This design comes from an exercise in tuning for small area on the open sky130 flow, not from production work. At most, simulation tests tie the RTL to the original design; equivalence was not proved. Function not checked in run 4: the RTL went through the layout flow alone. Power figures rest on the tool's default switching activity, not on a simulated workload.

[flow/run.sh]
#!/bin/bash
# Standard ORFS layout with two changes: ABC's area script replaced by an amap-based one
# (flow/abc_area.script), and the smallest buffer cell on every port.
set -euo pipefail
W=$PWD
rm -rf "$W/scripts_local"
cp -r "$FLOW_HOME/scripts" "$W/scripts_local"
cp "$W/flow/abc_area.script" "$W/scripts_local/abc_area.script"
export SCRIPTS_DIR="$W/scripts_local"
export BUFFER_PORTS_ARGS="-buffer_cell sky130_fd_sc_hd__buf_1"
bash standard.sh > standard.log 2>&1
[config.mk]
export PLATFORM = sky130hd
export DESIGN_NAME = systolic_ctrl
export DESIGN_NICKNAME = systolic_ctrl
export VERILOG_FILES = /design/flow/design.v
export SDC_FILE = /design/flow/constraint.sdc
export NUM_CORES = 4
export LEC_CHECK = 0
export ABC_AREA = 1
export CAP_MARGIN = 20
export CORE_MARGIN = 2
export CORE_UTILIZATION = 40
export CTS_BUF_LIST = sky130_fd_sc_hd__clkbuf_8
export SLEW_MARGIN = 20
[design.v]
package sa_ctrl_pkg;
    localparam int PE_ROW = 4;
    localparam int PE_COL = 4;
    localparam int DATA_W   = 8;
    localparam int ADDR_W   = 10;
    localparam int SEL_W    = 2;
    localparam int FIELD_W  = 12;
    localparam int OPC_W    = 3;
    localparam int PRM_ID_W = 4;
    localparam int PARAM_W  = 16;
    localparam int PSUM_W   = 16;
    localparam int RUN_W    = $clog2(PE_ROW) + 1;  
    localparam int ROW_ID_W = $clog2(PE_ROW);
    localparam logic [OPC_W-1:0] OPC_NOP     = 3'd0;
    localparam logic [OPC_W-1:0] OPC_PARAM   = 3'd1;
    localparam logic [OPC_W-1:0] OPC_LDSRAM  = 3'd2;
    localparam logic [OPC_W-1:0] OPC_STSRAM  = 3'd3;  
    localparam logic [OPC_W-1:0] OPC_EX      = 3'd4;
    localparam logic [OPC_W-1:0] OPC_WBPARAM = 3'd6;
    localparam logic [PRM_ID_W-1:0] PRM_S     = 4'd0;
    localparam logic [PRM_ID_W-1:0] PRM_OC    = 4'd1;
    localparam logic [PRM_ID_W-1:0] PRM_IC    = 4'd2;
    localparam logic [PRM_ID_W-1:0] PRM_TRG   = 4'd3;
    localparam logic [PRM_ID_W-1:0] PRM_IC_WH = 4'd4;  
    localparam logic [DATA_W-1:0] TRG_ISRAM = 8'd0;
    localparam logic [DATA_W-1:0] TRG_WSRAM = 8'd1;
    localparam logic [DATA_W-1:0] TRG_PSRAM = 8'd2;
    localparam int DRAIN_CYCLES = PE_ROW + PE_COL;  
    typedef union packed {
        struct packed {
            logic [FIELD_W-PRM_ID_W-1:0] pad;
            logic [PRM_ID_W-1:0]         id;
        } prm;
        struct packed {
            logic [SEL_W-1:0]  sel;
            logic [ADDR_W-1:0] addr;
        } loc;
    } instr_field_u;
    typedef struct packed {
        logic              valid;
        logic [OPC_W-1:0]  opc;
        instr_field_u      fld;
        logic [DATA_W-1:0] data;
    } instr_t;
    typedef struct packed {
        logic   valid;
        instr_t instr;
    } cmd_t;
    typedef struct packed {
        logic              valid;
        logic [RUN_W-1:0]  run_ic;
        logic [RUN_W-1:0]  run_oc;
        logic [ADDR_W-1:0] base_i;
        logic [ADDR_W-1:0] base_w;
        logic              last;
    } tile_t;
    typedef struct packed {
        logic [PE_ROW-1:0]        we;
        logic [PE_ROW-1:0]        en;
        logic [PE_ROW*ADDR_W-1:0] addr;
        logic [PE_ROW*DATA_W-1:0] din;
    } sram_wr_t;
    typedef struct packed {
        logic [PARAM_W-1:0] s;
        logic [PARAM_W-1:0] oc;
        logic [PARAM_W-1:0] ic;
    } layer_prm_t;
endpackage
`timescale 1ns/1ps
module systolic_ctrl (
    input  logic        CLK,
    input  logic        RST,
    input  logic [23:0] instr_in,
    output logic        instr_stall,
    output logic [79:0] sram_input,
    output logic [79:0] sram_weight,
    output logic [1:0]  systolic_en_row_id,
    output logic [3:0]  systolic_en_w,
    output logic        wb_valid,
    output logic [15:0] wb_data,
    output logic        flag_finish
);
    localparam logic [2:0] S_IDLE  = 3'd0,  
                           S_START = 3'd1,  
                           S_WAIT  = 3'd2,  
                           S_PL    = 3'd3,  
                           S_RUN   = 3'd4,  
                           S_DRAIN = 3'd5,  
                           S_DONE  = 3'd6;  
    logic        cmd_vld;    
    logic        post;       
    logic [2:0]  opc;
    logic [11:0] fld;        
    logic [7:0]  dat;        
    logic [7:0]  trg;
    logic [7:0]  prm_s, prm_oc;
    logic [15:0] prm_ic;
    logic [2:0]  st;
    logic [7:0]  cnt;
    logic [13:0] d_ic;       
    logic [5:0]  d_oc;       
    logic busy;
    assign busy        = (st != S_IDLE);
    assign instr_stall = cmd_vld | busy;
    logic exe_prm, exe_ex;
    assign exe_prm = cmd_vld && (opc == 3'd1);
    assign exe_ex  = cmd_vld && (opc == 3'd4);
    logic [9:0] base_i, base_w;
    assign base_i = fld[9:0];
    assign base_w = {fld[11:10], dat};
    logic ic_nz, oc_nz, ic_more, oc_more, ic_zero, oc_zero, last;
    assign ic_nz   = |d_ic;
    assign oc_nz   = |d_oc;
    assign ic_more = (|d_ic[13:1]) || (d_ic[0] && |prm_ic[1:0]);
    assign oc_more = (|d_oc[5:1])  || (d_oc[0] && |prm_oc[1:0]);
    assign ic_zero = !ic_nz && (prm_ic[1:0] == 2'd0);
    assign oc_zero = !oc_nz && (prm_oc[1:0] == 2'd0);
    assign last    = (!ic_more && !oc_more) || ic_zero || oc_zero;
    logic [2:0] run_ic;
    logic [3:0] ic_mask, oc_mask;
    assign run_ic  = ic_nz ? 3'd4 : {1'b0, prm_ic[1:0]};
    assign ic_mask = ic_nz ? 4'hf : ~(4'hf << prm_ic[1:0]);
    assign oc_mask = oc_nz ? 4'hf : ~(4'hf << prm_oc[1:0]);
    logic pre, load, run;
    assign pre  = (st == S_PL) && !cnt[0];
    assign load = (st == S_PL) &&  cnt[0];
    assign run  = (st == S_RUN);
    logic [7:0] cnt_inc;
    assign cnt_inc = cnt + 8'd1;
    always_ff @(posedge CLK or posedge RST) begin
        if (RST) begin
            cmd_vld <= 1'b0;
            post    <= 1'b0;
            st      <= S_IDLE;
        end else begin
            cmd_vld <= !instr_stall && instr_in[23];
            post    <= cmd_vld;
            case (st)
                S_IDLE:  if (exe_ex) st <= S_START;
                S_START: st <= S_WAIT;
                S_WAIT:  st <= (ic_zero || oc_zero) ? S_DONE : S_PL;
                S_PL:    if (cnt[2:0] == 3'd7) st <= (prm_s == 8'd0) ? S_DRAIN : S_RUN;
                S_RUN:   if (cnt_inc == prm_s) st <= S_DRAIN;
                S_DRAIN: if (cnt[2:0] == 3'd7) st <= S_DONE;
                default: st <= last ? S_IDLE : S_WAIT;
            endcase
        end
    end
    always_ff @(posedge CLK) begin
        if (st == S_WAIT || (st == S_PL && cnt[2:0] == 3'd7) || (run && cnt_inc == prm_s)) begin
            cnt <= '0;
        end else begin
            cnt <= cnt_inc;
        end
    end
    always_ff @(posedge CLK or posedge RST) begin
        if (RST) begin
            prm_s  <= '0;
            prm_oc <= '0;
            prm_ic <= '0;
            trg    <= '0;
        end else if (exe_prm) begin
            case (fld[3:0])
                4'd0: prm_s  <= dat;
                4'd1: prm_oc <= dat;
                4'd2: prm_ic <= {8'd0, dat};
                4'd3: trg    <= dat;
                4'd4: prm_ic[15:8] <= dat;
                default: ;
            endcase
        end
    end
    always_ff @(posedge CLK) begin
        if (!instr_stall) begin
            {opc, fld, dat} <= instr_in[22:0];
        end else if (st == S_START) begin
            fld <= '0;
            dat <= '0;
        end else if (run) begin
            fld[9:0] <= base_i + 10'd1;
        end else if (st == S_DONE) begin
            if (!ic_more) fld[9:0] <= '0;
            {fld[11:10], dat} <= base_w + {7'd0, run_ic};
        end
    end
    always_ff @(posedge CLK) begin
        if (st == S_START) begin
            d_ic <= prm_ic[15:2];
            d_oc <= prm_oc[7:2];
        end else if (st == S_DONE) begin
            if (ic_more) begin
                d_ic <= d_ic - 14'd1;
            end else begin
                d_ic <= prm_ic[15:2];
                d_oc <= d_oc - 6'd1;
            end
        end
    end
    logic       ld, ld_i, ld_w;
    logic [3:0] sel, we_i, we_w, en_i, rd_w;
    logic [9:0] w_addr;
    assign ld     = post && (opc == 3'd2);
    assign ld_i   = ld && (trg == 8'd0);
    assign ld_w   = ld && (trg == 8'd1);
    assign sel    = 4'b0001 << fld[11:10];
    assign we_i   = {4{ld_i}} & sel;
    assign we_w   = {4{ld_w}} & sel;
    assign en_i   = we_i | ({4{run}} & ic_mask);
    assign rd_w   = {4{pre}} & oc_mask;
    assign w_addr = base_w + {8'd0, cnt[2:1]};
    always_comb begin
        sram_input[79:76]  = we_i;
        sram_input[75:72]  = en_i;
        sram_weight[79:76] = we_w;
        sram_weight[75:72] = we_w | rd_w;
        for (int i = 0; i < 4; i++) begin
            sram_input[32 + i*10 +: 10]  = en_i[i] ? fld[9:0] : 10'd0;
            sram_weight[32 + i*10 +: 10] = we_w[i] ? fld[9:0] : (rd_w[i] ? w_addr : 10'd0);
            sram_input[i*8 +: 8]         = we_i[i] ? dat : 8'd0;
            sram_weight[i*8 +: 8]        = we_w[i] ? dat : 8'd0;
        end
    end
    assign systolic_en_w      = {4{load}};
    assign systolic_en_row_id = load ? cnt[2:1] : 2'd0;
    assign wb_valid = post && (opc == 3'd6) && (fld[3:2] == 2'd0);
    always_comb begin
        case (fld[1:0])
            2'd0:    wb_data = {8'd0, prm_s};
            2'd1:    wb_data = {8'd0, prm_oc};
            2'd2:    wb_data = prm_ic;
            default: wb_data = {8'd0, trg};
        endcase
    end
    assign flag_finish = (st == S_DONE) && last;
endmodule
[constraint.sdc]
create_clock -name core_clock -period 8.0 [get_ports {CLK}]
set_input_delay 1.6000 -clock core_clock [delete_from_list [all_inputs] [get_ports {CLK}]]
set_output_delay 1.6000 -clock core_clock [all_outputs]
set_load 0.01 [all_outputs]
[standard.sh]
#!/bin/bash
# synth_recipe.tcl (not shown) runs the flow's synth.tcl, then flattens the netlist and writes it again
# the make line also repeats each setting of config.mk as NAME=value (left out here)
make -C /OpenROAD-flow-scripts/flow DESIGN_CONFIG=/design/flow/config.mk WORK_HOME=/design/flow/orfs CLKGATE_MAP_FILE= SYNTH_SCRIPT=/design/flow/synth_recipe.tcl "${@:-finish}"
[flow/abc_area.script]
strash
dc2
dch -f
amap -m
topo
==> metrics.md, run 1 <==
| Metric | Value |
|---|---|
| Mapped Area | a little under 0.006 mm² |
| Count of clock tree sinks | 96 |
| DRT Wirelength | about 23000 µm |
| Initial drt markers | roughly 570 |
| HPWL after DPL | roughly 17000 µm |
| Antenna viol nets, final | 0 |
| Reg2reg end | prm_ic[12]$_DFFE_PP0P_ |
| Hold slack | roughly 0.47 ns |
| Finished Cell Area | roughly 0.007 mm² |
| DR vias/cell | between 5 and 6 |
| Die area | roughly 0.016 mm² |
| TritonCTS Buffers | 9 |
| Die X | between 100 and 150 µm |
| CTS tree | built |
| CP Capture Type | primary output |
| WP buf/inv | 2 |
| Post-route setup slack | about 2.5 ns |
| CP arrival | 3.85 ns |
| MaxCap Viol Count | 0 |
| Asr flop ratio synth | a little under half |
| CORE AREA | around 0.014 mm² |
| Critical-path cell list | nor2_1 -> nand2_1 -> nor3_1 -> nand4_1 -> or2_0 -> nor3_1 -> clkinv_1 -> nand2_1 -> o22ai_1 -> buf_1 |
| Area of the multi-input gates | 0.002798 mm² |
| H-tree depth | 3 |
| Leak | 2.532 nW |
| First-pass iteration count of the detailed router | 7 |
| Crit path depth | 10 |
| Layout cell share with drive strength beyond 1 | between 2 and 2.5% |
| Top Ports | roughly 210 |
| Reg area | approximately 0.0026 mm² |
| Diode count | 0 |
| Worst slew pin tran | slightly above 1 ns |
| Hold WC Path Type | reg -> reg |
| Vias post-DR | ~6700 |
| Global-route wire length before repair | 34840 µm |
| Yosys reg bits | 96 |
| Sequential element share of the synthesized area | 43.73% |
| Initial antenna violation count | 0 |
| Internal reg-to-reg setup slack | around 4.2 ns |
| Fin util | around half |
| Post-DP Area | about 0.0069 mm² |
| Crit path kind | reg -> out |
| Clock-pin slew on the worst setup and hold paths | approximately 0.10 ns |
| Post_cts resized | 0 |
| Wirelength per Cell | 20.13 µm |
| RSZ-0062 raised after global routing | no |
| Worst Hold Depth | 0 |
| Syn Area/Cell | ~7.9 µm² |
| Cells after Synth | between 700 and 800 |
| Setup Buffers After CTS | 0 |
| Maximum vdd ir drop | about 190 µV |
| Die Y | around 130 µm |
| Period utilization | about 68% |
| R2R Path Start | fld[0]$_DFFE_PP_ |
| FF-to-FF path depth | 9 |
| Slew Limit Headroom | 32.75% |
| Unique cell type count in the Yosys netlist | 42 |
| Status | timing/DRC/antenna clean |
| Worst setup SP type | register |
| Main synth FF type | dfrtp_1 |
| Setup TNS | 0 ns |
| Skew final | 0.009702 ns |
| Worst path required time | approximately 6.4 ns |
| Worst hold path endpoint | post$_DFF_PP0_ |
| Pre-CTS setup slack | 3.101 ns |
| Remaining global-route overflow | 0 |
| Pwr Density | between 300 and 400 mW/mm² |
| CP delay by family, top | simple AND/OR/NAND/NOR gates |
| Final Max Slew Viols | 0 |
| # nets final | a little over 1000 |
| Max Fclk | between 150 and 200 MHz |
| Setup violators final | 0 |
| Largest net degree at the start of global routing | 46 |
| Final Critical Period | 5.451 ns |
| Post-synth EDFFs | 43 |
| Vias in the first global route | between 5000 and 6000 |
| Slowest-stage cell, CP | clkinv_1 |
| Root buf cell | clkbuf_8 |
| Fill count | between 1500 and 2000 |
| Synth Warn # | 1 |
| Synth-to-Final Area Change | 20.74% |
| PortBufs | 210 |
| Final hold viol count | 0 |
| # DRC | 0 |
| # hold bufs at CTS | 0 |
| Total track usage | 28.98% |
| Initial Util | between 40 and 50% |
| # rows | 44 |
| Worst skew pair latency | about 0.39 ns |
| Syn Nets | 785 |
| CP max FO | 19 |
| Hold path start | cmd_vld$_DFF_PP0_ |
| CP max stage delay | between 0.7 and 0.8 ns |
| CTS Buffer Depth | 2 |
| Gpl congestion | roughly 0.9 |
[state kept, by name, indices dropped and copies added (netlist names), 6 cells and up]
name,flops
prm_ic,16
d_ic,14
fld,12
cnt,8
dat,8
prm_oc,8
prm_s,8
trg,8
d_oc,6
[metal layers]
layer | track usage (%) | vias up | part of all wire (%)
met2 | 48.98 | 367 | 49
li1 | - | 3137 | -
met1 | 36.84 | 3115 | 40
met5 | 0 | - | 0
met3 | 3.680 | 59 | 7.1
met4 | 13.99 | 0 | 4.3
[worst max-delay path by stage]
stage / start / endpoint / slack, ns
3_5_place_dp: opc[0]$_DFFE_PP_ / sram_weight[47] / 3.10
2_1_floorplan: opc[0]$_DFFE_PP_ / sram_input[32] / 3.97
5_1_grt: opc[0]$_DFFE_PP_ / sram_weight[48] / 2.42
3_3_place_gp: opc[0]$_DFFE_PP_ / sram_weight[50] / 3.03
6_report: opc[0]$_DFFE_PP_ / sram_weight[50] / 2.55
4_1_cts: opc[0]$_DFFE_PP_ / sram_weight[50] / 2.67
[kinds of logic (layout without fill, tap and decap cells)]
group / after synthesis / in the layout / synth area share [%]
buf+inv: 137 / 364 / 8.979
fa+ha+maj: 15 / 15 / 3.439
flops: 96 / 96 / 43.73
xor+xnor: 3 / 3 / 0.4458
compound gates: 212 / 212 / 23.44
simple gates: 281 / 281 / 19.97
[power breakdown]
| part | internal (mW) | switching, mW | leakage [nW] | total [mW] |
|---|---|---|---|---|
| registers | 0.753 | 0.159 | 1.09 | 0.912 |
| clock network | 0.143 | 0.184 | 0.102 | 0.327 |
| logic | 0.373 | 0.981 | 1.34 | 1.35 |
| total | 1.27 | 1.32 | 2.53 | 2.59 |
[layout by cell type, fill, tap and decap left out, types with 3 or more instances in the layout]
| cell | n |
|---|---|
| o21a_1 | 4 |
| a31oi_1 | 6 |
| edfxtp_1 | 43 |
| o21ai_0 | 24 |
| nor4_1 | 6 |
| nor3_1 | 37 |
| dfxtp_1 | 8 |
| nand2_1 | 38 |
| or3_1 | 3 |
| buf_4 | 4 |
| clkinv_1 | 133 |
| nand3_1 | 6 |
| a21oi_1 | 29 |
| o211ai_1 | 4 |
| or2_0 | 4 |
| a222oi_1 | 8 |
| clkbuf_8 | 9 |
| buf_1 | 210 |
| o32ai_1 | 10 |
| dfrtp_1 | 45 |
| o22ai_1 | 101 |
| o221ai_1 | 3 |
| nand4_1 | 5 |
| nor2_1 | 173 |
| ha_1 | 13 |
| a211oi_1 | 3 |
| a22o_1 | 8 |
| a22oi_1 | 3 |
| nor2b_1 | 3 |
[cells in the mapped netlist (all sizes together), types with 4 or more instances]
library cell	number	share of area, %
a222oi	8	1.4
a31oi	6	0.64
nor4	6	0.64
o21ai	24	2.0
a21oi	29	2.5
clkinv	133	8.5
nand2	38	2.4
o32ai	10	1.5
dfxtp	8	2.7
o21a	4	0.51
o211ai	4	0.51
ha	13	2.8
edfxtp	43	22
or2	4	0.42
dfrtp	45	19
nor3	39	3.3
nor2	173	11
nand4	5	0.53
buf	4	0.51
a22o	8	1.2
o22ai	101	11
nand3	6	0.51
[through the flow]
step	total power [mW]	cells
floorplan	1.754	744
global placement	2.241	1138
detailed placement	2.246	1138
CTS	2.571	1154
global route	2.764	1155
finish	2.593	1155
[area by class of cell]
class | count | area share, %
Clock buffer | 9 | 1.741
Clock inverter | 7 | 0.9142
Inverter | 133 | 7.015
Multi-Input combinational cell | 511 | 39.31
Sequential cell | 96 | 36.22
Tap cell | 184 | 3.235
Timing Repair Buffer | 215 | 11.57
==> run 2: changes to the inputs <==
==> run.sh (new file) <==
#!/bin/bash
# synth_recipe.tcl (not shown) runs the flow's synth.tcl, then flattens the netlist and writes it again
# the make line also repeats each setting of config.mk as NAME=value (left out here)
make -C /OpenROAD-flow-scripts/flow DESIGN_CONFIG=/design/flow/config.mk WORK_HOME=/design/flow/orfs CLKGATE_MAP_FILE= SYNTH_SCRIPT=/design/flow/synth_recipe.tcl finish
--- a/config.mk
+++ b/config.mk
@@ -5,9 +5,7 @@
 export SDC_FILE = /design/flow/constraint.sdc
 export NUM_CORES = 4
 export LEC_CHECK = 0
-export ABC_AREA = 1
 export CAP_MARGIN = 20
 export CORE_MARGIN = 2
 export CORE_UTILIZATION = 40
-export CTS_BUF_LIST = sky130_fd_sc_hd__clkbuf_8
 export SLEW_MARGIN = 20
removed: flow/run.sh
removed: flow/abc_area.script
removed: standard.sh
==> metrics.md, run 2 <==
| Metric | Value |
|---|---|
| MaxCap Viol Count | 0 |
| Period utilization | between 60% and 70% |
| CP arrival | roughly 3.8 ns |
| Largest regs | prm_ic: 16 flops, d_ic: 14 flops, fld: 12 flops |
| Synth-to-Final Area Change | 36.33% |
| Most frequent cell after synthesis | nand2_1 |
| Global-route wire length before repair | between 30000 and 40000 µm |
| Max Fclk | roughly 180 MHz |
| Commonest cells in the netlist | 98 x nand2_1, 88 x and2_1, 58 x nor2_1 |
| Mapped Area | roughly 0.007 mm² |
| Largest net degree at the start of global routing | 46 |
| Syn Nets | ~830 |
| Slew Limit Headroom | between 20% and 30% |
| RSZ-0062 raised after global routing | no |
| Commonest non-fill, non-tap cells in the layout | 210 x clkdlybuf4s50_1, 98 x nand2_1, 88 x and2_1 |
| Root buf cell | clkbuf_16 |
| Main synth FF type | dfrtp_1 |
| Final hold viol count | 0 |
| CTS tree | built |
| # rows | between 40 and 50 |
| Fin util | between 50% and 60% |
| Max reg flops | 16 |
| DRT Wirelength | roughly 24000 µm |
| Top Ports | 211 |
| Remaining global-route overflow | 0 |
| Total track usage | 25.77% |
| Final Critical Period | ~5.4 ns |
| Hold WC Path Type | reg -> reg |
| Commonest non-fill, non-tap cell in the layout | clkdlybuf4s50_1 |
| Leak | approximately 3.5 nW |
| Count of clock tree sinks | 96 |
| Clock-pin slew on the worst setup and hold paths | approximately 0.07 ns |
| Setup TNS | 0 ns |
| Worst skew pair latency | roughly 0.36 ns |
| Setup violators final | 0 |
| CORE AREA | ~0.017 mm² |
| Top post-synthesis cells by area | edfxtp_1 19%, dfrtp_1 16%, and2_1 8.1% |
| Gpl congestion | around 0.9 |
| Pre-CTS setup slack | a little over 3 ns |
| Yosys reg bits | 96 |
| Die Y | between 100 and 150 µm |
| Synth area leader | edfxtp_1 |
| Post-DP Area | approximately 0.009 mm² |
| HPWL after DPL | 17520 µm |
| Syn Area/Cell | 8.627 µm² |
| Internal reg-to-reg setup slack | about 4.3 ns |
| # nets final | 999 |
| Worst slew pin tran | roughly 1.2 ns |
| Finished Cell Area | between 0.009 and 0.01 mm² |
| Initial drt markers | ~560 |
| H-tree depth | 3 |
| Asr flop ratio synth | 46.88% |
| TritonCTS Buffers | 9 |
| DR vias/cell | 5.535 |
| Worst path required time | approximately 6.4 ns |
| Crit path kind | reg -> out |
| First-pass iteration count of the detailed router | 5 |
| CP max FO | 11 |
| Maximum vdd ir drop | about 150 µV |
| Post-route setup slack | about 2.6 ns |
| CP Capture Type | primary output |
| Status | timing/DRC/antenna clean |
| Antenna viol nets, final | 0 |
| # hold bufs at CTS | 0 |
| Setup Buffers After CTS | 0 |
| Diode count | 0 |
| Layout cell share with drive strength beyond 1 | under 10% |
| Worst setup SP type | register |
| Overall power | 2.039 mW |
| Skew final | about 0.011 ns |
| Initial antenna violation count | 0 |
| Wirelength per Cell | a little over 20 µm |
| Die area | ~0.018 mm² |
| Post-synth EDFFs | 43 |
| Synth Warn # | 1 |
| Top cell type's share of synthesized area | around a fifth |
| PortBufs | 210 |
| Final Max Slew Viols | 0 |
| Sequential element share of the synthesized area | a little under two fifths |
| CTS Buffer Depth | 2 |
| Vias in the first global route | ~6000 |
| Pwr Density | between 200 and 250 mW/mm² |
| Vias post-DR | roughly 6500 |
| # DRC | 0 |
| Die X | 134.7 µm |
| Initial Util | about 41% |
| Top reg by flops | prm_ic |
| Unique cell type count in the Yosys netlist | between 50 and 60 |
| Cells after Synth | 792 |
| Post_cts resized | 0 |
-- run 2: layout make-up --
| cell class | instances | area [µm²] |
|---|---|---|
| Fill cell | 1506 | 7327 |
| Multi-Input combinational cell | 597 | 3859 |
| Timing Repair Buffer | 220 | 2177 |
| Tap cell | 220 | 275.3 |
| Sequential cell | 96 | 2577 |
| Inverter | 34 | 127.6 |
| Clock buffer | 11 | 254.0 |
| Clock inverter | 5 | 45.04 |
-- run 2: report_power, final --
part	internal, mW	switching [mW]	total (mW)
clock network	0.236	0.206	0.442
registers	0.600	0.143	0.742
logic	0.398	0.457	0.854
-- run 2: final timing paths --
| check | start | cells after the start | to |
|---|---|---|---|
| setup / recovery | trg[6]$_DFFE_PP0P_ | 6 | sram_input[37] |
| min in group asynchronous | RST | 3 | prm_ic[2]$_DFFE_PP0P_ |
| hold / removal | cmd_vld$_DFF_PP0_ | 0 | post$_DFF_PP0_ |
| hold reg to reg | cmd_vld$_DFF_PP0_ | 0 | post$_DFF_PP0_ |
| setup reg to reg | d_ic[0]$_DFFE_PP_ | 11 | dat[7]$_DFFE_PP_ |
| max in group asynchronous | RST | 3 | post$_DFF_PP0_ |
-- run 2: per-stage QoR --
step	hold WS [ns]	std cells
after floorplan	0.3867	792
after global placement	0.4083	1167
after detailed placement	0.4155	1167
after CTS	0.4234	1183
after global routing	0.4564	1183
final	0.4208	1183
-- run 2: kinds of logic (layout without fill, tap and decap cells) --
logic type	count (synthesis)	in the layout	synth area share, %
DFF	96	96	37.72
adders and majority gates	15	15	2.967
muxes	40	40	6.446
and+or+nand+nor	352	352	27.12
xor gates and xnor gates	53	53	6.794
buffers and inverters	99	270	5.933
AOI/OAI and AO/OA	137	137	13.02
-- run 2: routing by layer --
metal / GRT usage [%] / wire (µm) / vias to the layer above
met4: 7.953 / 612 / 0
met3: 3.904 / 1410 / 41
met2: 42.39 / 11400 / 270
li1: - / - / 3057
met5: 0 / 0 / -
met1: 35.10 / 10480 / 3180
-- run 2: critical path, stage by stage, from the launching register on --
cell	delay, ns
dfrtp_1	0.40
nor4_1	0.42
nand4_1	0.36
nor3_1	0.99
nor2_1	0.49
nor2b_1	0.24
clkdlybuf4s50_1	0.55
==> run 3: changes to the inputs <==
==> flow/run.sh (new file) <==
#!/bin/bash
# Standard ORFS layout with three changes: ABC's area script replaced by a deeper one
# (flow/abc_area.script), the smallest buffer cell on every port, and no dummy clock loads.
set -euo pipefail
W=$PWD
rm -rf "$W/scripts_local"
cp -r "$FLOW_HOME/scripts" "$W/scripts_local"
cp "$W/flow/abc_area.script" "$W/scripts_local/abc_area.script"
export SCRIPTS_DIR="$W/scripts_local"
export BUFFER_PORTS_ARGS="-buffer_cell sky130_fd_sc_hd__buf_1"
export CTS_ARGS="-sink_clustering_enable -repair_clock_nets -dont_use_dummy_load -buf_list sky130_fd_sc_hd__clkbuf_8"
bash standard.sh > standard.log 2>&1
==> flow/abc_area.script (new file) <==
strash
&get -n
&deepsyn -T 120
&put
balance -l
resub -K 6 -l
rewrite -l
resub -K 6 -N 2 -l
refactor -l
resub -K 8 -l
balance -l
resub -K 8 -N 2 -l
rewrite -l
resub -K 10 -l
rewrite -z -l
resub -K 10 -N 2 -l
balance -l
resub -K 12 -l
refactor -z -l
resub -K 12 -N 2 -l
rewrite -z -l
balance -l
dch -f
amap
topo
==> standard.sh (new file) <==
#!/bin/bash
# synth_recipe.tcl (not shown) runs the flow's synth.tcl, then flattens the netlist and writes it again
# the make line also repeats each setting of config.mk as NAME=value (left out here)
make -C /OpenROAD-flow-scripts/flow DESIGN_CONFIG=/design/flow/config.mk WORK_HOME=/design/flow/orfs CLKGATE_MAP_FILE= SYNTH_SCRIPT=/design/flow/synth_recipe.tcl "${@:-finish}"
--- a/config.mk
+++ b/config.mk
@@ -5,7 +5,9 @@
 export SDC_FILE = /design/flow/constraint.sdc
 export NUM_CORES = 4
 export LEC_CHECK = 0
+export ABC_AREA = 1
 export CAP_MARGIN = 20
 export CORE_MARGIN = 2
 export CORE_UTILIZATION = 40
+export CTS_BUF_LIST = sky130_fd_sc_hd__clkbuf_8
 export SLEW_MARGIN = 20
removed: run.sh
==> metrics.md, run 3 <==
| Metric | Value |
|---|---|
| Initial antenna violation count | 0 |
| RSZ-0062 raised after global routing | no |
| CP Capture Type | primary output |
| Count of clock tree sinks | 96 |
| Status | timing/DRC/antenna clean |
| # hold bufs at CTS | 0 |
| Internal reg-to-reg setup slack | 3.96 ns |
| TritonCTS Buffers | 9 |
| Root buf cell | clkbuf_8 |
| CP max FO | 10 |
| Cells after Synth | 759 |
| Worst Setup SP | d_ic[7]$_DFFE_PP_ |
| H-tree depth | 3 |
| Mapped Area | roughly 0.006 mm² |
| Largest net degree at the start of global routing | 46 |
| Top cell type's share of synthesized area | ~22% |
| Top reg by flops | prm_ic |
| Final Critical Period | 5.369 ns |
| Post-DP Area | about 0.0069 mm² |
| Setup Buffers After CTS | 0 |
| Total track usage | 27.73% |
| Top post-synthesis cells by area | edfxtp_1 22%, dfrtp_1 19%, nor2_1 13% |
| Asr flop ratio synth | a little under half |
| Antenna viol nets, final | 0 |
| Global-route wire length before repair | about 34000 µm |
| Final Max Slew Viols | 0 |
| CP arrival | about 3.8 ns |
| Die Y | ~130 µm |
| Remaining global-route overflow | 0 |
| Largest regs | prm_ic: 16 flops, d_ic: 14 flops, fld: 12 flops |
| Synth-to-Final Area Change | 19.56% |
| Setup crit end | sram_input[40] |
| Vias in the first global route | a little under 6000 |
| Layout cell share with drive strength beyond 1 | 1.431% |
| First-pass iteration count of the detailed router | 5 |
| # nets final | roughly 1000 |
| Pwr Density | around 280 mW/mm² |
| CTS tree | built |
| Sequential element share of the synthesized area | between 40% and 50% |
| Die X | 125.1 µm |
| Final hold viol count | 0 |
| Gpl congestion | 0.9451 |
| Max Fclk | roughly 190 MHz |
| # rows | 44 |
| Diode count | 0 |
| Syn Area/Cell | approximately 7.7 µm² |
| Wirelength per Cell | around 19 µm |
| R2R Path Start | d_ic[7]$_DFFE_PP_ |
| MaxCap Viol Count | 0 |
| FF-to-FF path depth | 13 |
| CTS Buffer Depth | 2 |
| Die area | about 0.016 mm² |
| Post_cts resized | 0 |
| Commonest cells in the netlist | 202 x nor2_1, 119 x clkinv_1, 96 x o22ai_1 |
| Maximum vdd ir drop | between 150 and 200 µV |
| Top Ports | approximately 210 |
| Unique cell type count in the Yosys netlist | 38 |
| DRT Wirelength | roughly 22000 µm |
| Post-synth EDFFs | 43 |
| Commonest non-fill, non-tap cells in the layout | 210 x buf_1, 202 x nor2_1, 119 x clkinv_1 |
| DR vias/cell | between 5 and 6 |
| Leak | roughly 2.5 nW |
| Reg2reg end | fld[10]$_DFFE_PP_ |
| Synth area leader | edfxtp_1 |
| PortBufs | 210 |
| HPWL after DPL | roughly 16000 µm |
| Main synth FF type | dfrtp_1 |
| Skew final | about 0.029 ns |
| Max reg flops | 16 |
| Yosys reg bits | 96 |
| Setup violators final | 0 |
| CORE AREA | 0.01442 mm² |
| Worst path required time | 6.40 ns |
| Worst skew pair latency | ~0.38 ns |
| Syn Nets | 800 |
| Worst setup SP type | register |
| Initial drt markers | 526 |
| Clock-pin slew on the worst setup and hold paths | ~0.1 ns |
| Vias post-DR | approximately 6500 |
| Slew Limit Headroom | a little over two fifths |
| Initial Util | 40.67% |
| Most frequent cell after synthesis | nor2_1 |
| Setup TNS | 0 ns |
| Period utilization | about two thirds |
| Synth Warn # | 1 |
| Crit path kind | reg -> out |
| Commonest non-fill, non-tap cell in the layout | buf_1 |
| # DRC | 0 |
| Hold WC Path Type | reg -> reg |
| Finished Cell Area | 0.007013 mm² |
| Worst slew pin tran | 0.8515 ns |
## run 3: kinds of logic after synthesis
kind of cell | after synthesis | share of synthesized area (%)
buffers and inverters | 123 | 8.127
and+or+nand+nor | 314 | 22.21
xor gates and xnor gates | 1 | 0.1493
DFF | 96 | 43.94
AOI/OAI and AO/OA | 210 | 22.12
adders and majority gates | 15 | 3.456
## run 3: cell type report
| cell class | count | area, µm² |
|---|---|---|
| multi-input cells | 540 | 2816 |
| fillers | 1483 | 7411 |
| inverters | 119 | 446.7 |
| repair buffers | 214 | 818.3 |
| well taps | 184 | 230.2 |
| flip-flops and latches | 96 | 2577 |
| clock buffers | 9 | 123.9 |
## run 3: worst min-delay path by stage
stage | from | endpoint | slack [ns] | cells past startpoint
after floorplan | cmd_vld$_DFF_PP0_ | post$_DFF_PP0_ | 0.37 | 0
after CTS | cmd_vld$_DFF_PP0_ | post$_DFF_PP0_ | 0.41 | 0
after global placement | cmd_vld$_DFF_PP0_ | post$_DFF_PP0_ | 0.39 | 0
final | cmd_vld$_DFF_PP0_ | post$_DFF_PP0_ | 0.41 | 0
after detailed placement | cmd_vld$_DFF_PP0_ | post$_DFF_PP0_ | 0.39 | 0
after global routing | cmd_vld$_DFF_PP0_ | post$_DFF_PP0_ | 0.43 | 0
## run 3: layer usage
layer | vias to the layer above | track usage, % | routed length (µm)
li1 | 3114 | - | -
met1 | 3006 | 35.33 | 9091
met2 | 332 | 47.38 | 10960
met3 | 51 | 5.178 | 1633
met4 | 0 | 9.673 | 713
met5 | - | 0 | 0
## run 3: critical path, stage by stage, from the launching register on
cell      delay (ns)
edfxtp_1        0.46
or4_1           0.57
or3_1           0.39
nor3_1          0.40
clkinv_1        0.22
nor3_1          0.65
o21ai_0         0.28
clkinv_1        0.22
nor2_1          0.06
buf_1           0.13
## run 3: power breakdown
| part | internal [mW] | switching (mW) | total [mW] |
|---|---|---|---|
| logic | 0.266 | 0.679 | 0.945 |
| clock network | 0.101 | 0.157 | 0.259 |
| registers | 0.642 | 0.0897 | 0.732 |
## run 3: metrics by stage
step	total power [mW]	instances	hold WS, ns	setup slack, ns	util (%)
2_1_floorplan	1.323	759	0.3744	3.708	-
3_3_place_gp	1.669	1153	0.3898	3.201	47.73
3_5_place_dp	1.669	1153	0.3906	3.146	47.73
4_1_cts	1.927	1162	0.4076	2.701	48.59
5_1_grt	2.046	1162	0.4258	2.451	48.62
6_report	1.935	1162	0.4127	2.631	48.62
==> run 4: changes to the inputs <==
--- a/design.v
+++ b/design.v
@@ -90,8 +90,8 @@
     logic        cmd_vld;    
     logic        post;       
     logic [2:0]  opc;
-    logic [11:0] fld;        
-    logic [7:0]  dat;        
+    logic [11:0] fld;
+    logic [7:0]  dat;
     logic [7:0]  trg;
     logic [7:0]  prm_s, prm_oc;
     logic [15:0] prm_ic;
@@ -105,9 +105,9 @@
     logic exe_prm, exe_ex;
     assign exe_prm = cmd_vld && (opc == 3'd1);
     assign exe_ex  = cmd_vld && (opc == 3'd4);
-    logic [9:0] base_i, base_w;
-    assign base_i = fld[9:0];
-    assign base_w = {fld[11:10], dat};
+    logic [9:0] a_addr, p_base;
+    assign a_addr = fld[9:0];
+    assign p_base = {fld[11:10], dat};
     logic ic_nz, oc_nz, ic_more, oc_more, ic_zero, oc_zero, last;
     assign ic_nz   = |d_ic;
     assign oc_nz   = |d_oc;
@@ -170,17 +170,24 @@
             endcase
         end
     end
+    logic [9:0] delta;       
+    logic       neg;
+    assign neg   = !ic_nz && (prm_ic[1:0] != 2'd3);
+    assign delta = ic_nz ? 10'd1 : {{8{neg}}, prm_ic[1] ^ prm_ic[0], ~prm_ic[0]};
     always_ff @(posedge CLK) begin
         if (!instr_stall) begin
             {opc, fld, dat} <= instr_in[22:0];
         end else if (st == S_START) begin
             fld <= '0;
             dat <= '0;
-        end else if (run) begin
-            fld[9:0] <= base_i + 10'd1;
+        end else if (load && cnt[2:1] == 2'd3) begin
+            fld[9:0]          <= p_base;
+            {fld[11:10], dat} <= a_addr + delta;
+        end else if (load || run) begin
+            fld[9:0] <= a_addr + 10'd1;
         end else if (st == S_DONE) begin
-            if (!ic_more) fld[9:0] <= '0;
-            {fld[11:10], dat} <= base_w + {7'd0, run_ic};
+            fld[9:0]          <= p_base;
+            {fld[11:10], dat} <= ic_more ? a_addr : 10'd0;
         end
     end
     always_ff @(posedge CLK) begin
@@ -197,8 +204,7 @@
         end
     end
     logic       ld, ld_i, ld_w;
-    logic [3:0] sel, we_i, we_w, en_i, rd_w;
-    logic [9:0] w_addr;
+    logic [3:0] sel, we_i, we_w, en_i, en_w;
     assign ld     = post && (opc == 3'd2);
     assign ld_i   = ld && (trg == 8'd0);
     assign ld_w   = ld && (trg == 8'd1);
@@ -206,16 +212,15 @@
     assign we_i   = {4{ld_i}} & sel;
     assign we_w   = {4{ld_w}} & sel;
     assign en_i   = we_i | ({4{run}} & ic_mask);
-    assign rd_w   = {4{pre}} & oc_mask;
-    assign w_addr = base_w + {8'd0, cnt[2:1]};
+    assign en_w   = we_w | ({4{pre}} & oc_mask);
     always_comb begin
         sram_input[79:76]  = we_i;
         sram_input[75:72]  = en_i;
         sram_weight[79:76] = we_w;
-        sram_weight[75:72] = we_w | rd_w;
+        sram_weight[75:72] = en_w;
         for (int i = 0; i < 4; i++) begin
-            sram_input[32 + i*10 +: 10]  = en_i[i] ? fld[9:0] : 10'd0;
-            sram_weight[32 + i*10 +: 10] = we_w[i] ? fld[9:0] : (rd_w[i] ? w_addr : 10'd0);
+            sram_input[32 + i*10 +: 10]  = en_i[i] ? a_addr : 10'd0;
+            sram_weight[32 + i*10 +: 10] = en_w[i] ? a_addr : 10'd0;
             sram_input[i*8 +: 8]         = we_i[i] ? dat : 8'd0;
             sram_weight[i*8 +: 8]        = we_w[i] ? dat : 8'd0;
         end
==> metrics.md, run 4 <==
| Metric | Value |
|---|---|
| Status | timing/DRC/antenna clean |
| Top post-synthesis cells by area | edfxtp_1 22%, dfrtp_1 19%, nor2_1 15% |
| Hold WC Path Type | reg -> reg |
| Final Critical Period | 5.011 ns |
| Layout cell share with drive strength beyond 1 | approximately 1.8% |
| Asr flop ratio synth | between 40% and 50% |
| CP max stage delay | around 0.53 ns |
| HPWL after DPL | between 15000 and 20000 µm |
| Leak | 2.578 nW |
| Cells after Synth | around 760 |
| Pre-CTS setup slack | around 3.5 ns |
| Antenna viol nets, final | 0 |
| Sequential element share of the synthesized area | around 45% |
| Diode count | 0 |
| TritonCTS Buffers | 9 |
| Worst path required time | between 6 and 7 ns |
| Die area | around 0.015 mm² |
| Top reg by flops | prm_ic |
| RSZ-0062 raised after global routing | no |
| Post-synth EDFFs | 43 |
| PortBufs | 210 |
| Wirelength per Cell | approximately 18 µm |
| Vias post-DR | between 6000 and 7000 |
| Post_cts resized | 0 |
| Setup TNS | 0 ns |
| Slew Limit Headroom | about half |
| Post-route setup slack | between 2 and 3 ns |
| Yosys reg bits | 96 |
| Critical-path cell list | or4_1 -> nor4_1 -> nand4_1 -> or2_0 -> nor2_1 -> clkinv_1 -> o21ai_0 -> clkinv_1 -> nor2_1 -> buf_1 |
| H-tree depth | 3 |
| MaxCap Viol Count | 0 |
| Synth area leader | edfxtp_1 |
| Synth Warn # | 1 |
| # hold bufs at CTS | 0 |
| Final Max Slew Viols | 0 |
| # rows | between 40 and 50 |
| # nets final | roughly 1000 |
| Max Fclk | 199.5 MHz |
| CP Capture Type | primary output |
| Root buf cell | clkbuf_8 |
| Worst skew pair latency | between 0.3 and 0.4 ns |
| Max reg flops | 16 |
| Die X | 124.3 µm |
| Commonest non-fill, non-tap cells in the layout | 237 x nor2_1, 210 x buf_1, 136 x clkinv_1 |
| Maximum vdd ir drop | 167.6 µV |
| Setup violators final | 0 |
| Slowest-stage cell, CP | or4_1 |
| Final hold viol count | 0 |
| Syn Area/Cell | roughly 7.6 µm² |
| DR vias/cell | approximately 5.4 |
| Total track usage | a little over a quarter |
| Pwr Density | around 310 mW/mm² |
| First-pass iteration count of the detailed router | 5 |
| CTS tree | built |
| Initial drt markers | about 430 |
| Vias in the first global route | ~5800 |
| Worst setup SP type | register |
| Remaining global-route overflow | 0 |
| CTS Buffer Depth | 2 |
| CP arrival | roughly 3.4 ns |
| Period utilization | a little over three fifths |
| Setup Buffers After CTS | 0 |
| Commonest cells in the netlist | 237 x nor2_1, 136 x clkinv_1, 63 x o22ai_1 |
| CORE AREA | around 0.014 mm² |
| Gpl congestion | ~0.95 |
| Syn Nets | around 800 |
| Synth-to-Final Area Change | 20.22% |
| Top Ports | 211 |
| CP max FO | 10 |
| Crit path kind | reg -> out |
| DRT Wirelength | between 20000 and 25000 µm |
| Clock-pin slew on the worst setup and hold paths | about 0.10 ns |
| Initial Util | between 40% and 50% |
| Count of clock tree sinks | 96 |
| Largest net degree at the start of global routing | 46 |
| Top cell type's share of synthesized area | 22.30% |
| Die Y | ~120 µm |
| Skew final | 0.03287 ns |
| # DRC | 0 |
| Initial antenna violation count | 0 |
| Main synth FF type | dfrtp_1 |
| Mapped Area | 0.005791 mm² |
| Unique cell type count in the Yosys netlist | 37 |
| Worst slew pin tran | 0.7245 ns |
| Largest regs | prm_ic: 16 flops, d_ic: 14 flops, fld: 12 flops |
| Global-route wire length before repair | 32370 µm |
| Commonest non-fill, non-tap cell in the layout | nor2_1 |
| Most frequent cell after synthesis | nor2_1 |
run 4: metal layers:
layer / track usage [%] / part of all wire [%] / vias up
met4: 8.658 / 2.8 / 0
met3: 5.412 / 7.1 / 48
li1: - / - / 3054
met5: 0 / 0 / -
met1: 34.03 / 42 / 2900
met2: 45.16 / 49 / 306
run 4: layout make-up:
class,instances,area (µm²)
Clock buffer,9,123.9
Fill cell,1447,7027
Inverter,136,510.5
Multi-Input combinational cell,525,2676
Sequential cell,96,2577
Tap cell,180,225.2
Timing Repair Buffer,218,848.3
run 4: worst paths after layout:
path                                    start                endpoint  slack [ns]  cells past startpoint
setup / recovery           trg[3]$_DFFE_PP0P_          sram_input[38]        2.99                     10
hold reg to reg             cmd_vld$_DFF_PP0_          post$_DFF_PP0_        0.44                      0
setup reg to reg           d_ic[10]$_DFFE_PP_       fld[11]$_DFFE_PP_        3.86                     14
max in group asynchronous                 RST      trg[0]$_DFFE_PP0P_        6.25                      3
hold / removal              cmd_vld$_DFF_PP0_          post$_DFF_PP0_        0.44                      0
min in group asynchronous                 RST  prm_ic[13]$_DFFE_PP0P_        1.31                      3
run 4: where the power goes:
part           switching (mW)  internal [mW]
Combinational           0.839          0.295
Clock                   0.157          0.101
Sequential             0.0970          0.693
Total                    1.09           1.09
run 4: worst max-delay path: cells and delay by family (launching register included):
kind | cells | cell delay, ns
flops | 1 | 0.42
simple gates | 6 | 1.63
compound gates | 1 | 0.18
buf+inv | 3 | 0.77
run 4: stage by stage:
stage	utilization [%]	total power, mW	area [µm²]	hold WS (ns)	instances
global route	49.77	2.325	6962	0.4539	1164
CTS	49.74	2.176	6958	0.4459	1164
floorplan	-	1.500	5791	0.3738	761
detailed placement	48.86	1.921	6834	0.4292	1155
finish	49.77	2.182	6962	0.4384	1164
global placement	48.86	1.920	6834	0.4293	1155
run 4: cells by family after synthesis:
kind of cell               share of synthesized area (%)
xor gates and xnor gates                          0.1513
buffers and inverters                              9.335
adders and majority gates                          3.371
and+or+nand+nor                                    23.75
AOI/OAI and AO/OA                                  18.89
DFF                                                44.51
==> run 5: changes to the inputs <==
--- a/design.v
+++ b/design.v
@@ -174,20 +174,22 @@
     logic       neg;
     assign neg   = !ic_nz && (prm_ic[1:0] != 2'd3);
     assign delta = ic_nz ? 10'd1 : {{8{neg}}, prm_ic[1] ^ prm_ic[0], ~prm_ic[0]};
+    logic       last_ld, swap, inc, keep;
+    logic [9:0] dsel, sum;
+    assign last_ld = load && (cnt[2:1] == 2'd3);
+    assign swap    = exe_ex || (st == S_START) || last_ld || (st == S_DONE);
+    assign inc     = (load && !last_ld) || run;
+    assign keep    = last_ld || ((st == S_DONE) && ic_more);
+    assign dsel    = last_ld ? delta : {9'd0, inc};
+    assign sum     = a_addr + dsel;
     always_ff @(posedge CLK) begin
         if (!instr_stall) begin
             {opc, fld, dat} <= instr_in[22:0];
-        end else if (st == S_START) begin
-            fld <= '0;
-            dat <= '0;
-        end else if (load && cnt[2:1] == 2'd3) begin
+        end else if (swap) begin
             fld[9:0]          <= p_base;
-            {fld[11:10], dat} <= a_addr + delta;
-        end else if (load || run) begin
-            fld[9:0] <= a_addr + 10'd1;
-        end else if (st == S_DONE) begin
-            fld[9:0]          <= p_base;
-            {fld[11:10], dat} <= ic_more ? a_addr : 10'd0;
+            {fld[11:10], dat} <= keep ? sum : 10'd0;
+        end else if (inc) begin
+            fld[9:0] <= sum;
         end
     end
     always_ff @(posedge CLK) begin
==> metrics.md, run 5 <==
| Metric | Value |
|---|---|
| CP Capture Type | primary output |
| Unique cell type count in the Yosys netlist | 39 |
| Main synth FF type | dfrtp_1 |
| Synth Warn # | 1 |
| DRT Wirelength | roughly 20000 µm |
| Commonest non-fill, non-tap cells in the layout | 241 x nor2_1, 210 x buf_1, 116 x clkinv_1 |
| Die Y | 122.2 µm |
| Root buf cell | clkbuf_8 |
| Cells after Synth | ~730 |
| H-tree depth | 3 |
| Total track usage | about a quarter |
| Syn Area/Cell | around 7.6 µm² |
| DR vias/cell | about 5.4 |
| Die area | ~0.015 mm² |
| Top post-synthesis cells by area | edfxtp_1 23%, dfrtp_1 20%, nor2_1 16% |
| Top Ports | 211 |
| Setup TNS | 0 ns |
| WP buf/inv | 3 |
| Count of clock tree sinks | 96 |
| Leak | 2.512 nW |
| Status | timing/DRC/antenna clean |
| Maximum vdd ir drop | 154.4 µV |
| Busiest grt layer | met2 |
| TritonCTS Buffers | 9 |
| Yosys reg bits | between 90 and 100 |
| Post_cts resized | 0 |
| RSZ-0062 raised after global routing | no |
| CP max stage delay | 0.51 ns |
| Diode count | 0 |
| # hold bufs at CTS | 0 |
| Vias in the first global route | 5357 |
| Vias post-DR | between 6000 and 7000 |
| # DRC | 0 |
| Antenna viol nets, final | 0 |
| Worst path required time | between 6 and 7 ns |
| Remaining global-route overflow | 0 |
| Largest regs | prm_ic: 16 flops, d_ic: 14 flops, fld: 12 flops |
| Clock-pin slew on the worst setup and hold paths | 0.10 ns |
| Slew Limit Headroom | a little under half |
| Final hold viol count | 0 |
| Max Fclk | roughly 200 MHz |
| Setup Buffers After CTS | 0 |
| Sequential element share of the synthesized area | between 40% and 50% |
| HPWL after DPL | between 15000 and 20000 µm |
| Setup violators final | 0 |
| Die X | 122.2 µm |
| # nets final | 992 |
| Asr flop ratio synth | approximately 47% |
| CP arrival | 3.34 ns |
| Overall power | ~1.9 mW |
| Initial drt markers | approximately 440 |
| Initial Util | about two fifths |
| Final Critical Period | ~5 ns |
| Commonest cells in the netlist | 241 x nor2_1, 117 x clkinv_1, 61 x o22ai_1 |
| Most frequent cell after synthesis | nor2_1 |
| Gpl congestion | ~1.0 |
| Skew final | between 0.02 and 0.03 ns |
| CORE AREA | approximately 0.014 mm² |
| Layout cell share with drive strength beyond 1 | about 1.8% |
| Crit path kind | reg -> out |
| Period utilization | a little over 60% |
| Pwr Density | about 280 mW/mm² |
| Critical-path cell list | or4_1 -> nor4_1 -> nand3_1 -> or2_0 -> nor2_1 -> clkinv_1 -> o21ai_0 -> clkinv_1 -> nor2_1 -> buf_1 |
| Top cell type's share of synthesized area | a little under a quarter |
| # rows | 43 |
| PortBufs | 210 |
| Global-route wire length before repair | between 30000 and 40000 µm |
| MaxCap Viol Count | 0 |
| Top reg by flops | prm_ic |
| Worst skew pair latency | 0.38 ns |
| First-pass iteration count of the detailed router | 5 |
| CP max FO | 10 |
| Worst slew pin tran | between 0.8 and 0.9 ns |
| Worst setup SP type | register |
| Synth-to-Final Area Change | 20.74% |
| M2 GR Usage | 43.85% |
| Slowest-stage cell, CP | or4_1 |
| Initial antenna violation count | 0 |
| Met1 Track Usage GR | a little over a third |
| Commonest non-fill, non-tap cell in the layout | nor2_1 |
| Largest net degree at the start of global routing | between 40 and 50 |
| Hold WC Path Type | reg -> reg |
| Met3 GRT Util | approximately 6% |
| Wirelength per Cell | ~18 µm |
| Synth area leader | edfxtp_1 |
| CP delay by family, top | simple AND/OR/NAND/NOR gates |
| Mapped Area | 0.005592 mm² |
| Hold slack | slightly below 0.5 ns |
| Post-synth EDFFs | between 40 and 50 |
| Max reg flops | 16 |
| CTS tree | built |
| Final Max Slew Viols | 0 |
| CTS Buffer Depth | 2 |
| Syn Nets | 769 |
[run 5: area by class of cell]
| cell class | instances | area [µm²] |
|---|---|---|
| Inverter | 117 | 440.4 |
| Sequential cell | 96 | 2577 |
| Clock buffer | 9 | 123.9 |
| Tap cell | 180 | 225.2 |
| Fill cell | 1472 | 7022 |
| Multi-Input combinational cell | 517 | 2551 |
| Timing Repair Buffer | 216 | 833.3 |
[run 5: final timing paths]
| check | start | to | slack (ns) | cells past startpoint |
|---|---|---|---|---|
| max | trg[7]$_DFFE_PP0P_ | sram_input[33] | 3.06 | 10 |
| min | cmd_vld$_DFF_PP0_ | post$_DFF_PP0_ | 0.49 | 0 |
| max reg2reg | st[1]$_DFFE_PP0P_ | fld[9]$_DFFE_PP_ | 3.71 | 19 |
| min reg2reg | cmd_vld$_DFF_PP0_ | post$_DFF_PP0_ | 0.49 | 0 |
| max in group asynchronous | RST | prm_oc[5]$_DFFE_PP0P_ | 6.18 | 2 |
| min in group asynchronous | RST | prm_s[5]$_DFFE_PP0P_ | 1.32 | 2 |
[run 5: through the flow]
| stage | util, % | cells | area, µm² | setup WS [ns] |
|---|---|---|---|---|
| after floorplan | - | 734 | 5592 | 3.659 |
| after global placement | 48.11 | 1126 | 6626 | 3.601 |
| after detailed placement | 48.11 | 1126 | 6626 | 3.540 |
| after CTS | 49.01 | 1135 | 6750 | 3.122 |
| after global routing | 49.02 | 1135 | 6751 | 2.787 |
| final | 49.02 | 1135 | 6751 | 3.055 |
[run 5: kinds of logic (layout without fill, tap and decap cells)]
| kind of cell | after synthesis | count (layout) | share of synthesized area, % |
|---|---|---|---|
| DFF | 96 | 96 | 46.10 |
| xor gates and xnor gates | 1 | 1 | 0.1567 |
| buffers and inverters | 121 | 342 | 8.391 |
| and+or+nand+nor | 337 | 337 | 24.57 |
| adders and majority gates | 9 | 9 | 2.148 |
| AOI/OAI and AO/OA | 170 | 170 | 18.64 |
[run 5: power by group]
part | internal [mW] | leakage (nW) | total, mW | switching, mW
Clock | 0.101 | 0.0647 | 0.258 | 0.157
Sequential | 0.644 | 1.08 | 0.724 | 0.0806
Combinational | 0.232 | 1.37 | 0.904 | 0.672
Total | 0.977 | 2.51 | 1.89 | 0.909
[run 5: routing by layer]
| metal | share of wire, % | wire length (µm) | up-vias |
|---|---|---|---|
| li1 | - | - | 2958 |
| met1 | 43 | 8591 | 2840 |
| met2 | 49 | 9746 | 283 |
| met3 | 7.3 | 1453 | 24 |
| met4 | 1.2 | 235 | 0 |
| met5 | 0 | 0 | - |
[run 5: worst register-to-register path, cell delays in order, from the launching register on]
cell,delay (ns)
dfrtp_1,0.45
clkinv_1,0.13
nor2_1,0.21
nand2_1,0.10
nor2_1,0.24
clkinv_1,0.21
nor3_1,0.41
nand2_1,0.14
nor2_1,0.41
clkinv_1,0.27
a21oi_1,0.16
o21bai_1,0.14
nor2b_1,0.19
a21oi_1,0.09
a21oi_1,0.18
nand2_1,0.12
o22ai_1,0.24
nand2_1,0.07
o21ai_0,0.11
o221ai_1,0.15
==> run 6: changes to the inputs <==
--- a/flow/run.sh
+++ b/flow/run.sh
@@ -8,5 +8,5 @@
 cp "$W/flow/abc_area.script" "$W/scripts_local/abc_area.script"
 export SCRIPTS_DIR="$W/scripts_local"
 export BUFFER_PORTS_ARGS="-buffer_cell sky130_fd_sc_hd__buf_1"
-export CTS_ARGS="-sink_clustering_enable -repair_clock_nets -dont_use_dummy_load -buf_list sky130_fd_sc_hd__clkbuf_8"
+export CTS_ARGS="-sink_clustering_enable -repair_clock_nets -dont_use_dummy_load -buf_list sky130_fd_sc_hd__clkbuf_8 -sink_clustering_size 24 -sink_clustering_max_diameter 200"
 bash standard.sh > standard.log 2>&1
==> metrics.md, run 6 <==
| Metric | Value |
|---|---|
| Layout cell share with drive strength beyond 1 | approximately 1.8% |
| Top post-synthesis cells by area | edfxtp_1 23%, dfrtp_1 20%, nor2_1 16% |
| Period utilization | 61.81% |
| Worst slew pin tran | between 0.8 and 0.9 ns |
| Remaining global-route overflow | 0 |
| Synth area leader | edfxtp_1 |
| Top cell type's share of synthesized area | about 23% |
| Status | timing/DRC/antenna clean |
| Post_cts resized | 0 |
| Overall power | between 1.5 and 2 mW |
| Unique cell type count in the Yosys netlist | 39 |
| CTS Buffer Depth | 2 |
| Die X | 122.2 µm |
| Slew Limit Headroom | a little under half |
| DP Cell Count | 1126 |
| DR vias/cell | between 5 and 6 |
| Final Max Slew Viols | 0 |
| Worst path required time | about 6.4 ns |
| Count of clock tree sinks | 96 |
| Max reg flops | 16 |
| Finished Layout Cells | around 1100 |
| Largest net degree at the start of global routing | 46 |
| CORE AREA | 0.01377 mm² |
| Synth-to-Final Area Change | 20.74% |
| Largest regs | prm_ic: 16 flops, d_ic: 14 flops, fld: 12 flops |
| Clock-pin slew on the worst setup and hold paths | 0.10 ns |
| Leak | roughly 2.5 nW |
| Initial antenna violation count | 0 |
| Commonest cells in the netlist | 241 x nor2_1, 117 x clkinv_1, 61 x o22ai_1 |
| RSZ-0062 raised after global routing | no |
| Final hold viol count | 0 |
| Initial drt markers | ~440 |
| CTS tree | built |
| Root buf cell | clkbuf_8 |
| Top Ports | 211 |
| Skew final | 0.02626 ns |
| First-pass iteration count of the detailed router | 5 |
| CP arrival | between 3 and 4 ns |
| DRT Wirelength | approximately 20000 µm |
| MaxCap Viol Count | 0 |
| Vias in the first global route | around 5400 |
| # hold bufs at CTS | 0 |
| Worst skew pair latency | about 0.38 ns |
| Final Critical Period | 4.945 ns |
| Sequential element share of the synthesized area | 46.10% |
| Antenna viol nets, final | 0 |
| Vias post-DR | between 6000 and 7000 |
| Die area | between 0.01 and 0.015 mm² |
| Setup violators final | 0 |
| # DRC | 0 |
| Maximum vdd ir drop | around 150 µV |
| Yosys reg bits | 96 |
| Wirelength per Cell | ~18 µm |
| HPWL after DPL | around 15000 µm |
| # rows | 43 |
| Commonest non-fill, non-tap cell in the layout | nor2_1 |
| Initial Util | between 40% and 50% |
| Fin util | between 40% and 50% |
| Asr flop ratio synth | a little under half |
| PortBufs | 210 |
| Syn Area/Cell | 7.618 µm² |
| Setup Buffers After CTS | 0 |
| # nets final | ~990 |
| H-tree depth | 3 |
| Gpl congestion | ~1 |
| Syn Nets | 769 |
| Diode count | 0 |
| Global-route wire length before repair | roughly 30000 µm |
| Max Fclk | between 200 and 250 MHz |
| Die Y | 122.2 µm |
| TritonCTS Buffers | 9 |
| Crit path kind | reg -> out |
| Total track usage | a little over a quarter |
| Setup TNS | 0 ns |
| Post-synth EDFFs | between 40 and 50 |
| Hold WC Path Type | reg -> reg |
| CP max FO | 10 |
| Pwr Density | between 200 and 300 mW/mm² |
| Cells after Synth | between 700 and 800 |
| CP Capture Type | primary output |
| Synth Warn # | 1 |
| Most frequent cell after synthesis | nor2_1 |
| Commonest non-fill, non-tap cells in the layout | 241 x nor2_1, 210 x buf_1, 116 x clkinv_1 |
| Top reg by flops | prm_ic |
| Worst setup SP type | register |
| Mapped Area | between 0.005 and 0.006 mm² |
| Main synth FF type | dfrtp_1 |
| Fill count | between 1000 and 1500 |
-- run 6: cell type report --
| cell class | instances | area, µm² | area share (%) |
|---|---|---|---|
| multi-input cells | 517 | 2551 | 37.79 |
| flip-flops and latches | 96 | 2577 | 38.18 |
| repair buffers | 216 | 833.3 | 12.34 |
| inverters | 117 | 440.4 | 6.523 |
| clock buffers | 9 | 123.9 | 1.835 |
| well taps | 180 | 225.2 | 3.336 |
-- run 6: critical path: stages, from the launching register on --
cell and delay (ns):
dfrtp_1 0.39, or4_1 0.51, nor4_1 0.19, nand3_1 0.15
or2_0 0.29, nor2_1 0.17, clkinv_1 0.26, o21ai_0 0.28
clkinv_1 0.39, nor2_1 0.19, buf_1 0.17
-- run 6: routing by layer --
metal | up-vias | routed length (µm) | global-route usage [%]
met5 | - | 0 | 0
met2 | 283 | 9746 | 43.85
li1 | 2958 | - | -
met1 | 2840 | 8591 | 35.24
met3 | 24 | 1453 | 5.855
met4 | 0 | 235 | 6.825
-- run 6: cells by family after synthesis --
kind of cell,Yosys count,synth area share (%)
compound gates,170,18.64
xor+xnor,1,0.1567
fa+ha+maj,9,2.148
buf+inv,121,8.391
flops,96,46.10
simple gates,337,24.57
-- run 6: worst paths after layout --
kind	from	end	slack, ns	cells after the start
max	trg[7]$_DFFE_PP0P_	sram_input[33]	3.06	10
min	cmd_vld$_DFF_PP0_	post$_DFF_PP0_	0.49	0
max reg2reg	st[1]$_DFFE_PP0P_	fld[9]$_DFFE_PP_	3.71	19
min reg2reg	cmd_vld$_DFF_PP0_	post$_DFF_PP0_	0.49	0
max in group asynchronous	RST	prm_oc[5]$_DFFE_PP0P_	6.18	2
min in group asynchronous	RST	prm_s[5]$_DFFE_PP0P_	1.32	2
-- run 6: stage by stage --
stage	hold slack, ns	worst slack, ns	instance area (µm²)
after CTS	0.4850	3.122	6750
after global routing	0.5163	2.787	6751
final	0.4869	3.055	6751
after global placement	0.4248	3.601	6626
after floorplan	0.3760	3.659	5592
after detailed placement	0.4409	3.540	6626
-- run 6: report_power, final --
| group | internal [mW] | switching (mW) |
|---|---|---|
| logic | 0.232 | 0.672 |
| clock network | 0.101 | 0.157 |
| registers | 0.644 | 0.0806 |
| total | 0.977 | 0.909 |
==> run 7: changes to the inputs <==
--- a/design.v
+++ b/design.v
@@ -96,7 +96,9 @@
     logic [7:0]  prm_s, prm_oc;
     logic [15:0] prm_ic;
     logic [2:0]  st;
-    logic [7:0]  cnt;
+    logic [7:0]  cnt;        
+    logic [4:0]  cnt_hi;
+    logic [7:0]  cnt_nxt;
     logic [13:0] d_ic;       
     logic [5:0]  d_oc;       
     logic busy;
@@ -146,12 +148,11 @@
             endcase
         end
     end
+    assign cnt_nxt = (st == S_WAIT || (st == S_PL && cnt[2:0] == 3'd7) || (run && cnt_inc == prm_s))
+                     ? 8'd0 : cnt_inc;
+    assign cnt = {cnt_hi, opc};
     always_ff @(posedge CLK) begin
-        if (st == S_WAIT || (st == S_PL && cnt[2:0] == 3'd7) || (run && cnt_inc == prm_s)) begin
-            cnt <= '0;
-        end else begin
-            cnt <= cnt_inc;
-        end
+        cnt_hi <= cnt_nxt[7:3];
     end
     always_ff @(posedge CLK or posedge RST) begin
         if (RST) begin
@@ -185,11 +186,16 @@
     always_ff @(posedge CLK) begin
         if (!instr_stall) begin
             {opc, fld, dat} <= instr_in[22:0];
-        end else if (swap) begin
-            fld[9:0]          <= p_base;
-            {fld[11:10], dat} <= keep ? sum : 10'd0;
-        end else if (inc) begin
-            fld[9:0] <= sum;
+        end else begin
+            if (busy) begin
+                opc <= cnt_nxt[2:0];
+            end
+            if (swap) begin
+                fld[9:0]          <= p_base;
+                {fld[11:10], dat} <= keep ? sum : 10'd0;
+            end else if (inc) begin
+                fld[9:0] <= sum;
+            end
         end
     end
     always_ff @(posedge CLK) begin
--- a/flow/run.sh
+++ b/flow/run.sh
@@ -8,5 +8,5 @@
 cp "$W/flow/abc_area.script" "$W/scripts_local/abc_area.script"
 export SCRIPTS_DIR="$W/scripts_local"
 export BUFFER_PORTS_ARGS="-buffer_cell sky130_fd_sc_hd__buf_1"
-export CTS_ARGS="-sink_clustering_enable -repair_clock_nets -dont_use_dummy_load -buf_list sky130_fd_sc_hd__clkbuf_8 -sink_clustering_size 24 -sink_clustering_max_diameter 200"
+export CTS_ARGS="-sink_clustering_enable -repair_clock_nets -dont_use_dummy_load -buf_list sky130_fd_sc_hd__clkbuf_8"
 bash standard.sh > standard.log 2>&1
==> metrics.md, run 7 <==
| Metric | Value |
|---|---|
| HPWL after DPL | 15130 µm |
| Final Max Slew Viols | 0 |
| Worst path required time | ~6.4 ns |
| PortBufs | between 200 and 250 |
| Vias post-DR | slightly above 6000 |
| Synth-to-Final Area Change | 20.35% |
| Total track usage | a little over a quarter |
| Vias in the first global route | 5350 |
| Status | timing/DRC/antenna clean |
| Most frequent cell after synthesis | nor2_1 |
| Initial Util | around 40% |
| Gpl congestion | around 0.90 |
| Syn Nets | 772 |
| Top Ports | 211 |
| Final hold viol count | 0 |
| Synth Warn # | 1 |
| Asr flop ratio synth | 48.39% |
| # hold bufs at CTS | 0 |
| Clock-pin slew on the worst setup and hold paths | 0.09 ns |
| Cells after Synth | 734 |
| Max Fclk | between 200 and 250 MHz |
| DR vias/cell | 5.390 |
| H-tree depth | 3 |
| Commonest cells in the netlist | 242 x nor2_1, 121 x clkinv_1, 60 x o22ai_1 |
| Antenna viol nets, final | 0 |
| Diode count | 0 |
| Initial drt markers | ~560 |
| Worst setup SP type | register |
| Pwr Density | ~290 mW/mm² |
| Worst slew pin tran | between 1 and 1.5 ns |
| TritonCTS Buffers | 9 |
| CTS tree | built |
| Global-route wire length before repair | 29960 µm |
| Mapped Area | 0.005575 mm² |
| Crit path kind | reg -> out |
| Skew final | 0.02091 ns |
| Remaining global-route overflow | 0 |
| CORE AREA | roughly 0.014 mm² |
| Die area | around 0.015 mm² |
| Slew Limit Headroom | a little under a third |
| Leak | roughly 2.5 nW |
| Largest regs | prm_ic: 16 flops, d_ic: 14 flops, fld: 12 flops |
| Worst skew pair latency | 0.37 ns |
| Post_cts resized | 0 |
| Period utilization | 59.79% |
| Syn Area/Cell | between 7 and 8 µm² |
| Yosys reg bits | 93 |
| Commonest non-fill, non-tap cell in the layout | nor2_1 |
| Main synth FF type | dfrtp_1 |
| Commonest non-fill, non-tap cells in the layout | 242 x nor2_1, 210 x buf_1, 120 x clkinv_1 |
| Root buf cell | clkbuf_8 |
| CTS Buffer Depth | 2 |
| CP arrival | about 3.2 ns |
| # DRC | 0 |
| Setup TNS | 0 ns |
| Post-synth EDFFs | 43 |
| Hold WC Path Type | reg -> reg |
| Setup violators final | 0 |
| Count of clock tree sinks | 93 |
| Finished Cell Area | ~0.0067 mm² |
| Top post-synthesis cells by area | edfxtp_1 23%, dfrtp_1 20%, nor2_1 16% |
| Maximum vdd ir drop | 189.7 µV |
| RSZ-0062 raised after global routing | no |
| Unique cell type count in the Yosys netlist | 40 |
| CP Capture Type | primary output |
| Post-DP Area | ~0.0066 mm² |
| CP max FO | 10 |
| # rows | 43 |
| Layout cell share with drive strength beyond 1 | ~1.5% |
| DRT Wirelength | roughly 20000 µm |
| Top cell type's share of synthesized area | between 20% and 30% |
-- run 7: changes by cell type after synthesis, moves of 3 or more --
cell and delta:
nor3_1 -6, o221a_1 +3, dfxtp_1 -3, clkinv_1 +4, a221oi_1 +3, ha_1 +3
o32ai_1 +3, a31oi_1 -5, nand2_1 +3, or3_1 -4, nand4_1 +4, o211ai_1 -4
-- run 7: final cells by class --
cell class              instances  area [µm²]
clock buffers                   9       123.9
fillers                      1490        7063
inverters                     121       454.2
multi-input cells             516        2579
flip-flops and latches         93        2517
well taps                     180       225.2
repair buffers                213       810.8
-- run 7: through the flow --
step / utilization (%) / power, mW / setup WS [ns] / hold slack (ns) / instances
after floorplan: - / 1.314 / 3.991 / 0.4147 / 734
after global placement: 47.82 / 1.657 / 3.786 / 0.4754 / 1123
after detailed placement: 47.82 / 1.656 / 3.675 / 0.4826 / 1123
after CTS: 48.72 / 1.906 / 3.257 / 0.5037 / 1132
after global routing: 48.72 / 2.042 / 2.997 / 0.5233 / 1132
final: 48.72 / 1.915 / 3.217 / 0.5005 / 1132
-- run 7: path summary, 6_finish.rpt --
path / from / endpoint / slack, ns / cells past startpoint
worst max register to register: d_ic[6]$_DFFE_PP_ / fld[8]$_DFFE_PP_ / 3.63 / 16
worst min-delay path: cmd_vld$_DFF_PP0_ / post$_DFF_PP0_ / 0.50 / 0
min in group asynchronous: RST / prm_ic[13]$_DFFE_PP0P_ / 1.43 / 2
max in group asynchronous: RST / trg[6]$_DFFE_PP0P_ / 5.96 / 2
worst min register to register: cmd_vld$_DFF_PP0_ / post$_DFF_PP0_ / 0.50 / 0
worst max-delay path: opc[0]$_DFFE_PP_ / sram_input[36] / 3.22 / 12
-- run 7: cells by family (layout without fill, tap and decap cells) --
family                     Yosys count  in the layout  synth area share, %
and+or+nand+nor                    335            335                24.28
AOI/OAI and AO/OA                  168            168                18.90
buffers and inverters              125            343                8.685
DFF                                 93             93                45.15
adders and majority gates           12             12                2.828
xor gates and xnor gates             1              1               0.1571
-- run 7: power by group --
group / switching (mW) / internal (mW) / leakage (nW)
Combinational: 0.698 / 0.245 / 1.38
Clock: 0.153 / 0.101 / 0.0647
Sequential: 0.0797 / 0.638 / 1.06
Total: 0.931 / 0.984 / 2.51
-- run 7: layer usage --
metal | up-vias | GRT usage, % | wire length (µm)
met2 | 270 | 44.27 | 9744
met4 | 0 | 8.836 | 495
met5 | - | 0 | 0
met3 | 38 | 3.652 | 1230
met1 | 2845 | 36.25 | 8525
li1 | 2949 | - | -
-- run 7: worst max-delay path, cell delays in order, from the launching register on --
cell      delay [ns]
edfxtp_1        0.49
clkinv_1        0.15
ha_1            0.15
nand2_1         0.08
nor2_1          0.11
nand4_1         0.13
or2_0           0.29
nor2_1          0.18
clkinv_1        0.30
o21ai_0         0.25
clkinv_1        0.35
nor2_1          0.18
buf_1           0.17

Check on run 7: ideal ports give 3.217 ns setup slack; a clkbuf_16 on the clock port and buf_2 on the inputs give 3.184 ns; moving port delays by the midpoint clock arrival (0.393 ns) as well gives 3.576 ns.
